This is an optimization exercise on Yosys and OpenROAD, whose aim is small area, not a production implementation. In this exercise RTL edits were held to simulation tests only and were not proved equivalent to the original. No activity file was given, so power comes from the tool's default toggle rates.

### design/flow/design.v
`timescale 1ns / 1ps
package desa_pkg;
	localparam int SIZE_BITS_DEF = 32;
	localparam int CMD_W      = 4;
	localparam int NUM_W      = 32;
	localparam int TIER_W     = 2;
	localparam int STATUS_W   = 2;
	localparam int OFFSET_W   = 33;
	localparam int FREE_W     = 32;
	localparam int CFG_DATA_W = 32;
	localparam int CFG_IDX_W  = 1;
	localparam logic [CMD_W-1:0] CMD_ALLOC_PRI   = 4'd0;
	localparam logic [CMD_W-1:0] CMD_CLEAR_PRI   = 4'd1;
	localparam logic [CMD_W-1:0] CMD_FREE_FRONT  = 4'd2;
	localparam logic [CMD_W-1:0] CMD_FREE_REAR   = 4'd3;
	localparam logic [CMD_W-1:0] CMD_FREE_GLOBAL = 4'd4;
	localparam logic [CMD_W-1:0] CMD_SET_TIER    = 4'd5;
	localparam logic [CMD_W-1:0] CMD_ALLOC_CUR   = 4'd6;
	localparam logic [CMD_W-1:0] CMD_ALLOC_NEXT  = 4'd7;
	localparam logic [CMD_W-1:0] CMD_CLEAR_FRAME = 4'd8;
	localparam logic [CMD_W-1:0] CMD_SWAP        = 4'd9;
	localparam logic [TIER_W-1:0] TIER_GLOBAL = 2'd0;
	localparam logic [TIER_W-1:0] TIER_FRONT  = 2'd1;
	localparam logic [TIER_W-1:0] TIER_REAR   = 2'd2;
	localparam logic SIDE_FRONT = 1'b0;
	localparam logic SIDE_REAR  = 1'b1;
	localparam logic [STATUS_W-1:0] ST_OK      = 2'd0;
	localparam logic [STATUS_W-1:0] ST_NOSPACE = 2'd1;
	localparam logic [STATUS_W-1:0] ST_NOCFG   = 2'd2;
	localparam logic [CFG_IDX_W-1:0] REG_PRIMARY_SIZE = 1'd0;
	localparam logic [CFG_IDX_W-1:0] REG_FRAME_SIZE   = 1'd1;
	typedef struct packed {
		logic exec;     
		logic cfg_we;   
	} ctl_t;
endpackage
`timescale 1ns / 1ps
`timescale 1ns / 1ps
`timescale 1ns / 1ps
module double_ended_stack_allocator_core #(
	parameter int SIZE_BITS = desa_pkg::SIZE_BITS_DEF
) (
	input  logic                             clk,
	input  logic                             arst_n,
	input  logic                             cmd_valid,
	output logic                             cmd_ready,
	input  logic [desa_pkg::CMD_W-1:0]       cmd_command,
	input  logic [desa_pkg::NUM_W-1:0]       cmd_num_bytes,
	input  logic [desa_pkg::TIER_W-1:0]      cmd_tier,
	output logic                             res_valid,
	input  logic                             res_ready,
	output logic [desa_pkg::STATUS_W-1:0]    res_status,
	output logic [desa_pkg::OFFSET_W-1:0]    res_offset,
	output logic [desa_pkg::FREE_W-1:0]      res_primary_free,
	output logic [desa_pkg::FREE_W-1:0]      res_frame_free,
	input  logic                             cfg_valid,
	output logic                             cfg_ready,
	input  logic [desa_pkg::CFG_IDX_W-1:0]   cfg_index,
	input  logic [desa_pkg::CFG_DATA_W-1:0]  cfg_data
);
	typedef logic [31:0] w_t;
	localparam int ADD_BLK = 11;
	function automatic logic [32:0] add32(input logic [31:0] a, input logic [31:0] b,
			input logic ci);
		logic [32:0] s;
		logic [31:0] r;
		logic cb, c, pp;
		cb = ci;
		for (int lo = 0; lo < 32; lo += ADD_BLK) begin
			c = (lo == 0) ? ci : 1'b0;
			for (int i = lo; i < lo + ADD_BLK && i < 32; i++) begin
				r[i] = a[i] ^ b[i] ^ c;
				c = (a[i] & b[i]) | (c & (a[i] ^ b[i]));
			end
			if (lo == 0) begin
				for (int i = lo; i < lo + ADD_BLK && i < 32; i++) s[i] = r[i];
				cb = c;
			end else begin
				pp = 1'b1;
				for (int i = lo; i < lo + ADD_BLK && i < 32; i++) begin
					s[i] = r[i] ^ (cb & pp);
					pp = pp & r[i];
				end
				cb = c | (cb & pp);
			end
		end
		s[32] = cb;
		add32 = s;
	endfunction
	w_t   psize_q, fsize_q, global_q, front_q, rear_q, ffront_q, frear_q;
	logic [1:0] tier_q;
	logic side_q;
	logic valid_q;
	logic pnz_q, fnz_q;
	logic [1:0] st_q;
	w_t   off_q;
	logic ofr_q;
	logic exec;
	assign cmd_ready = !valid_q || res_ready;
	assign res_valid = valid_q;
	assign cfg_ready = 1'b1;
	assign exec      = cmd_valid && cmd_ready;
	always_ff @(posedge clk or negedge arst_n) begin
		if (!arst_n) valid_q <= 1'b0;
		else if (exec) valid_q <= 1'b1;
		else if (res_ready) valid_q <= 1'b0;
	end
	logic c_apri, c_clr, c_ffront, c_frear, c_fglob, c_tier, c_afrm, c_cfrm, c_swap;
	assign c_apri   = cmd_command == 4'd0;
	assign c_clr    = cmd_command == 4'd1;
	assign c_ffront = cmd_command == 4'd2;
	assign c_frear  = cmd_command == 4'd3;
	assign c_fglob  = cmd_command == 4'd4;
	assign c_tier   = cmd_command == 4'd5;
	assign c_afrm   = cmd_command[3:1] == 3'b011;
	assign c_cfrm   = cmd_command == 4'd8;
	assign c_swap   = cmd_command == 4'd9;
	logic pcfg, fcfg, cfg_nz;
	assign pcfg   = pnz_q;
	assign fcfg   = fnz_q;
	assign cfg_nz = |cfg_data;
	w_t proom, froom;
	assign proom = w_t'(add32(rear_q, ~front_q, 1'b1));
	assign froom = w_t'(add32(frear_q, ~ffront_q, 1'b1));
	assign res_primary_free = pcfg ? proom : '0;
	assign res_frame_free   = fcfg ? froom : '0;
	logic aside, t_rear, t_glob, use_rear;
	assign aside    = side_q ^ cmd_command[0];
	assign t_rear   = tier_q[1];
	assign t_glob   = ~tier_q[1] & ~tier_q[0];
	assign use_rear = c_afrm ? aside : t_rear;
	w_t room, a_in, sum;
	assign room = c_afrm ? froom : proom;
	always_comb begin
		case ({c_afrm, use_rear})
			2'b00:   a_in = front_q;
			2'b01:   a_in = ~rear_q;
			2'b10:   a_in = ffront_q;
			default: a_in = ~frear_q;
		endcase
	end
	assign sum = w_t'(add32(a_in, cmd_num_bytes, 1'b0));
	logic nospace, nocfg, alloc, ok;
	assign alloc   = c_apri | c_afrm;
	assign nocfg   = c_afrm ? ~fcfg : ~pcfg;
	assign nospace = cmd_num_bytes > room;
	assign ok      = alloc & ~nocfg & ~nospace;
	logic pri_ok, frm_ok;
	assign pri_ok = exec & c_apri & pcfg & ~nospace;
	assign frm_ok = exec & c_afrm & fcfg & ~nospace;
	always_ff @(posedge clk) begin
		if (exec) begin
			st_q  <= alloc ? {nocfg, ~nocfg & nospace} : 2'b00;
			off_q <= ok ? (use_rear ? ~sum : a_in) : '0;
			ofr_q <= ok & c_afrm & pnz_q;
		end
	end
	assign res_status = st_q;
	assign res_offset = add32(off_q, ofr_q ? psize_q : 32'd0, 1'b0);
	logic pcfg_we, fcfg_we;
	assign pcfg_we = cfg_valid & ~cfg_index[0];
	assign fcfg_we = cfg_valid &  cfg_index[0];
	w_t psize_d, fsize_d;
	assign psize_d = pcfg_we ? cfg_data : psize_q;
	assign fsize_d = fcfg_we ? cfg_data : fsize_q;
	logic p_zero, p_rear_sz, p_front_gl;
	assign p_zero     = pcfg_we | (exec & c_clr);
	assign p_rear_sz  = pcfg_we | (exec & (c_clr | c_frear | c_fglob));
	assign p_front_gl = exec & (c_ffront | c_fglob | (c_tier & cmd_tier == 2'd0));
	always_ff @(posedge clk or negedge arst_n) begin
		if (!arst_n) pnz_q <= 1'b0;
		else if (pcfg_we) pnz_q <= cfg_nz;
	end
	always_ff @(posedge clk) psize_q <= psize_d;
	always_ff @(posedge clk) begin
		if (p_zero) global_q <= '0;
		else if (pri_ok & t_glob) global_q <= sum;
		if (p_zero) front_q <= '0;
		else if (p_front_gl) front_q <= global_q;
		else if (pri_ok & ~t_rear) front_q <= sum;
		if (p_rear_sz) rear_q <= psize_d;
		else if (pri_ok & t_rear) rear_q <= ~sum;
		if (pcfg_we) tier_q <= 2'd0;
		else if (exec & c_tier & cmd_tier != 2'd3) tier_q <= cmd_tier;
	end
	logic f_front0, f_rear_sz;
	assign f_front0  = fcfg_we | (exec & (c_cfrm | (c_swap & fcfg & ~side_q)));
	assign f_rear_sz = fcfg_we | (exec & (c_cfrm | (c_swap & fcfg & side_q)));
	always_ff @(posedge clk or negedge arst_n) begin
		if (!arst_n) fnz_q <= 1'b0;
		else if (fcfg_we) fnz_q <= cfg_nz;
	end
	always_ff @(posedge clk) fsize_q <= fsize_d;
	always_ff @(posedge clk) begin
		if (f_front0) ffront_q <= '0;
		else if (frm_ok & ~aside) ffront_q <= sum;
		if (f_rear_sz) frear_q <= fsize_d;
		else if (frm_ok & aside) frear_q <= ~sum;
		if (fcfg_we) side_q <= 1'b0;
		else if (exec & c_swap & fcfg) side_q <= ~side_q;
	end
endmodule
### design/flow/flow/run.sh
#!/bin/bash
# The standard layout (standard.sh) with two changes:
#  1. after the standard synthesis, the gates between the registers, adder
#     cells and tie cells are mapped again by ABC for area (flow/abc.script);
#     the registers themselves are untouched (same instances, names, types);
#  2. port buffering uses the platform's smallest buffer, buf_1.
# Each tool writes its full output to a log file here.
set -euo pipefail
export BUFFER_PORTS_ARGS="-buffer_cell sky130_fd_sc_hd__buf_1"
R=$PWD/orfs/results/$FLOW_PLATFORM/double_ended_stack_allocator_core/base
LIB=$FLOW_HOME/platforms/$FLOW_PLATFORM/lib/sky130_fd_sc_hd__tt_025C_1v80.lib
YOSYS=$(dirname $(command -v yosys 2>/dev/null || echo $FLOW_HOME/../tools/install/yosys/bin/yosys))/yosys
[ -x "$YOSYS" ] || YOSYS=$FLOW_HOME/../tools/install/yosys/bin/yosys

bash standard.sh synth > standard_synth.log 2>&1
cp $R/1_2_yosys.v standard_1_2_yosys.v

DU=$(cat flow/dont_use.txt)
sed -e "s|@LIB@|$LIB|g" -e "s|@IN@|$PWD/standard_1_2_yosys.v|" -e "s|@TOP@|$FLOW_TOP|g" \
    -e "s|@DU@|$DU|" -e "s|@CONSTR@|$PWD/flow/abc.constr|" -e "s|@SCRIPT@|$PWD/flow/abc.script|" \
    -e "s|@D@|11000|" -e "s|@STAT@|$PWD/reabc_stat.txt|" -e "s|@OUT@|$PWD/reabc.v|" \
    flow/reabc.ys.in > reabc.ys
$YOSYS -s reabc.ys > reabc.log 2>&1

rm -f $R/1_synth.odb $R/1_synth.sdc
cp reabc.v $R/1_2_yosys.v
touch $R/1_2_yosys.v
bash standard.sh finish > standard.log 2>&1
### design/flow/flow/abc.constr
set_driving_cell sky130_fd_sc_hd__buf_1
set_load 5
### design/flow/flow/abc.script
strash
dch
map
topo
stime -c
### design/flow/flow/dont_use.txt
-dont_use sky130_fd_sc_hd__lpflow_bleeder_1 -dont_use sky130_fd_sc_hd__lpflow_clkbufkapwr_1 -dont_use sky130_fd_sc_hd__lpflow_clkbufkapwr_16 -dont_use sky130_fd_sc_hd__lpflow_clkbufkapwr_2 -dont_use sky130_fd_sc_hd__lpflow_clkbufkapwr_4 -dont_use sky130_fd_sc_hd__lpflow_clkbufkapwr_8 -dont_use sky130_fd_sc_hd__lpflow_clkinvkapwr_1 -dont_use sky130_fd_sc_hd__lpflow_clkinvkapwr_16 -dont_use sky130_fd_sc_hd__lpflow_clkinvkapwr_2 -dont_use sky130_fd_sc_hd__lpflow_clkinvkapwr_4 -dont_use sky130_fd_sc_hd__lpflow_clkinvkapwr_8 -dont_use sky130_fd_sc_hd__lpflow_decapkapwr_12 -dont_use sky130_fd_sc_hd__lpflow_decapkapwr_3 -dont_use sky130_fd_sc_hd__lpflow_decapkapwr_4 -dont_use sky130_fd_sc_hd__lpflow_decapkapwr_6 -dont_use sky130_fd_sc_hd__lpflow_decapkapwr_8 -dont_use sky130_fd_sc_hd__lpflow_inputiso0n_1 -dont_use sky130_fd_sc_hd__lpflow_inputiso0p_1 -dont_use sky130_fd_sc_hd__lpflow_inputiso1n_1 -dont_use sky130_fd_sc_hd__lpflow_inputiso1p_1 -dont_use sky130_fd_sc_hd__lpflow_inputisolatch_1 -dont_use sky130_fd_sc_hd__lpflow_isobufsrc_1 -dont_use sky130_fd_sc_hd__lpflow_isobufsrc_16 -dont_use sky130_fd_sc_hd__lpflow_isobufsrc_2 -dont_use sky130_fd_sc_hd__lpflow_isobufsrc_4 -dont_use sky130_fd_sc_hd__lpflow_isobufsrc_8 -dont_use sky130_fd_sc_hd__lpflow_isobufsrckapwr_16 -dont_use sky130_fd_sc_hd__lpflow_lsbuf_lh_hl_isowell_tap_1 -dont_use sky130_fd_sc_hd__lpflow_lsbuf_lh_hl_isowell_tap_2 -dont_use sky130_fd_sc_hd__lpflow_lsbuf_lh_hl_isowell_tap_4 -dont_use sky130_fd_sc_hd__lpflow_lsbuf_lh_isowell_4 -dont_use sky130_fd_sc_hd__lpflow_lsbuf_lh_isowell_tap_1 -dont_use sky130_fd_sc_hd__lpflow_lsbuf_lh_isowell_tap_2 -dont_use sky130_fd_sc_hd__lpflow_lsbuf_lh_isowell_tap_4 -dont_use sky130_fd_sc_hd__probe_p_8 -dont_use sky130_fd_sc_hd__probec_p_8 
### design/flow/flow/reabc.ys.in
# Re-map the combinational logic of the standard synthesis for area. The
# registers, full/half adder cells and tie cells stay as they are (same
# instances, names and cell types); only the gates between them are mapped
# again by ABC.
read_liberty -ignore_miss_func @LIB@
read_verilog @IN@
hierarchy -top @TOP@
setattr -mod -set keep_hierarchy 1 sky130_fd_sc_hd__df* sky130_fd_sc_hd__edf* sky130_fd_sc_hd__fa_* sky130_fd_sc_hd__ha_* sky130_fd_sc_hd__conb_*
flatten
opt_clean
delete t:$scopeinfo
abc -liberty @LIB@ @DU@ -constr @CONSTR@ -script @SCRIPT@ -D @D@
opt_clean
tee -o @STAT@ stat -liberty @LIB@
select @TOP@
write_verilog -noattr -noexpr -nohex -nodec -selected @OUT@
### design/flow/standard.sh
#!/bin/bash
# synth_recipe.tcl (not shown) runs the flow's synth.tcl, then flattens the netlist and writes it again
# the make line also repeats each setting of config.mk as NAME=value (left out here)
make -C /OpenROAD-flow-scripts/flow DESIGN_CONFIG=/design/flow/config.mk WORK_HOME=/design/flow/orfs CLKGATE_MAP_FILE= SYNTH_SCRIPT=/design/flow/synth_recipe.tcl "${@:-finish}"
### design/flow/config.mk
export PLATFORM = sky130hd
export DESIGN_NAME = double_ended_stack_allocator_core
export DESIGN_NICKNAME = double_ended_stack_allocator_core
export VERILOG_FILES = /design/flow/design.v
export SDC_FILE = /design/flow/constraint.sdc
export NUM_CORES = 4
export LEC_CHECK = 0
export CAP_MARGIN = 20
export CORE_MARGIN = 2
export CORE_UTILIZATION = 40
export CTS_CLUSTER_DIAMETER = 100
export CTS_CLUSTER_SIZE = 24
export SLEW_MARGIN = 20
### design/flow/constraint.sdc
create_clock -name core_clock -period 11.0 [get_ports {clk}]
set_input_delay 2.2000 -clock core_clock [delete_from_list [all_inputs] [get_ports {clk}]]
set_output_delay 2.2000 -clock core_clock [all_outputs]
set_load 0.01 [all_outputs]
==> notes.md <==
sequential cells by signal, indices dropped and copies added (netlist names):
signal    count
global_q     32
fsize_q      32
pnz_q         1
frear_q      32
ffront_q     32
fnz_q         1
tier_q        2
st_q          2
off_q        32
front_q      32
ofr_q         1
psize_q      32
valid_q       1
side_q        1
rear_q       32
stage by stage:
stage	hold slack [ns]	setup slack, ns	area (um^2)	util, %
floorplan	0.416	0.241	16800	-
global placement	0.432	1.21	18500	44.5
detailed placement	0.437	1.03	18500	44.5
CTS	0.460	1.21	19000	45.5
global route	0.486	0.948	19000	45.6
finish	0.459	1.32	19000	45.6
cell type report:
type	instances	area [um^2]
fillers	4245	22700
multi-input cells	1357	9320
flip-flops and latches	265	6310
inverters	332	1250
repair buffers	213	988
well taps	539	674
clock buffers	22	412
clock inverters	2	27.5
diodes	4	10.0
power by group through the flow:
stage	registers, mW	logic (mW)	clock network (mW)
3_3_place_gp	1.18	0.889	0
3_5_place_dp	1.18	0.903	0
4_1_cts	1.16	0.909	0.626
6_report	1.16	0.914	0.618
2_1_floorplan	1.17	0.593	0
5_1_grt	1.17	1.02	0.661
worst max-delay path, delay by kind of cell, from the launching register on:
| kind | cells | cell delay [ns] |
|---|---|---|
| AOI/OAI and AO/OA | 4 | 0.96 |
| and+or+nand+nor | 8 | 2.17 |
| adders and majority gates | 12 | 4.68 |
| DFF | 1 | 0.35 |
| buffers and inverters | 5 | 1.14 |
cells in the final DEF, fill, tap and decap left out, types with 36 or more instances in the layout:
cell and instances:
clkinv_1 330, nand2_1 319, nor2_1 182, buf_1 176, dfxtp_1 163, o21ai_0 143
fa_1 113, edfxtp_1 99, a21oi_1 77, nand3_1 73, o211a_1 64, ha_1 52
or2_2 47, nor3_1 43, nand4_1 36
worst min-delay path by stage:
| stage | start | slack (ns) | cells past startpoint | end |
|---|---|---|---|---|
| 2_1_floorplan | fsize_q[24]$_DFF_P_ | 0.42 | 2 | fsize_q[24]$_DFF_P_ |
| 3_3_place_gp | fsize_q[25]$_DFF_P_ | 0.43 | 2 | fsize_q[25]$_DFF_P_ |
| 3_5_place_dp | fsize_q[29]$_DFF_P_ | 0.44 | 2 | fsize_q[29]$_DFF_P_ |
| 4_1_cts | fsize_q[29]$_DFF_P_ | 0.46 | 2 | fsize_q[29]$_DFF_P_ |
| 5_1_grt | fsize_q[27]$_DFF_P_ | 0.49 | 2 | fsize_q[27]$_DFF_P_ |
| 6_report | fsize_q[30]$_DFF_P_ | 0.46 | 2 | fsize_q[30]$_DFF_P_ |
per-layer routing:
layer	vias to the layer above	global-route usage (%)	part of all wire, %
met4	2	8.10	3.2
met2	699	45.2	46
met5	-	0	0.027
li1	7131	-	-
met3	104	3.86	7.8
met1	7390	37.8	43
==> run_results.csv <==
group,metric,value,unit
power_and_ir_drop,peakVddDrop,0.000107,V
die,die_y,209,um
clocking,cts_resized,0,
die,die-area,43600,um^2
placed_design,dp_hpwl,43.2,mm
detailed_routing,vias,15300,
clocking,cts_sinks,265,
global_route,grt_antenna_before_repair,6,
setup_path,critPathKind,"flip-flop to flip-flop",
clocking,h-tree-depth,1,
clocking,cts_max_path_buffers,3,
detailed_routing,drt-initial-drc-count,1559,
final_layout,area_growth,13.2,%
yosys,yosysWarningCount,1,
setup_path,rr_worst_depth,29,
placed_design,routabilityCongestion,0.936,
timing,min_period,9.68,ns
placed_design,portBuffers,176,
clocking,cts_tree,"yes",
clocking,clk_root_buffer_cell,"clkbuf_16",
timing,setup_viol,0,
run_status,status,"no timing/DRC/antenna violations",
timing,skew,0.0295,ns
final_layout,fin_nets,2425,
detailed_routing,drc_errors,0,
global_route,track_usage,27.5,%
setup_path,critPathCapture,"rear_q[5]$_DFFE_PP_",
die,io_pins,178,
clocking,postCtsSetupRepairBufs,0,
final_layout,drive_gt1_share,6.07,%
timing,finalSetupTns,0,ns
run,cap_violations,0,
power_and_ir_drop,power.density,142,nW/um^2
clocking,postCtsHoldBufs,0,
power_and_ir_drop,p_int,1.69,mW
clocking,clk_pin_slew,0.11,ns
power_and_ir_drop,finalPower,2.69,mW
clocking,cts_inserted_buffers,15,
timing,hold_viol,0,
clocking,clk_latency,0.51,ns
global_route,grt_start_max_net_pins,65,
timing,final_max_slew_viol_count,0,
global_route,grt_pass1_vias,14700,
yosys,netlist_area,16800,um^2
yosys,synthCells,1954,
setup_path,critPathArrivalTime,9.81,ns
detailed_routing,first_pass_iters,6,
power_and_ir_drop,p_sw_share,37.2,%
final_layout,fin_cells,2734,
setup_path,startpoint,"ffront_q[11]$_SDFFE_PP0P_",
setup_path,slowest_stage,"nor3_1",
setup_path,cp-start-kind,"flip-flop",
die,rows,75,
timing,rsz0062_at_grt,"false",
detailed_routing,wl_per_cell,22.1,um
power_and_ir_drop,power_frac_comb,34.0,%
yosys,syn_nets,2195,
timing,fmax,0.103,GHz
setup_path,worst_setup_path_end_kind,"flip-flop",
die,die_w,209,um
timing,worst_pin_slew,1.17,ns
setup_path,worst_path_most_repeated_cell,"fa_1",
die,coreArea,41700,um^2
global_route,grt_pass1_wl,90.9,mm
timing,max_slew_margin,21.9,%
setup_path,cp_max_fo,32,
power_and_ir_drop,p_leak,7.52,nW
setup_path,r2r_end,"rear_q[5]$_DFFE_PP_",
placed_design,dpl.cell_count,2706,
detailed_routing,routed_wl,60.3,mm
power_and_ir_drop,p_sw,1.00,mW
setup_path,crit_path_max_incr_delay,0.67,ns
power_and_ir_drop,clkPwrFrac,23.0,%
setup_path,cp.required,11.13,ns
detailed_routing,viasPerCell,5.61,
timing,min_period_over_period,88.0,%
detailed_routing,antenna_left,0,
hold_path,hold_path_class,"flip-flop to flip-flop",
die,start_util,40.3,%
setup_path,reg2reg_from,"ffront_q[11]$_SDFFE_PP0P_",
power_and_ir_drop,power_frac_seq,43.1,%
setup_path,rrSetupSlack,1.32,ns
yosys,syn_avg_cell_area,8.58,um^2
global_route,grt-ovfl-total,0,

[port drivers added, routing unchanged]
In the flow no input, the clock included, has a driving cell. The finished layout below was timed again as built, in two steps. Step 1, drivers: a clkbuf_16 drives clk and a buf_2 each remaining input, both assumed. Step 2 moves the port delays by t, midway between the first and last clock arrival at a register: inputs arrive t later, outputs are due t later. That takes back most of the time a late clock gives input paths. Slacks: no drivers / after step 1 / after step 2; pairs: no drivers / after step 1.
t (ns): 0.546
slack for setup (ns): 1.315 / 1.270 / 0.952
worst hold slack (ns): 0.459 / 0.459 / 0.459
worst setup path at the end: input to register
After both steps this run still meets setup and hold. The setup slack of this run moves by -0.045 ns with the drivers and by -0.363 ns with both steps.
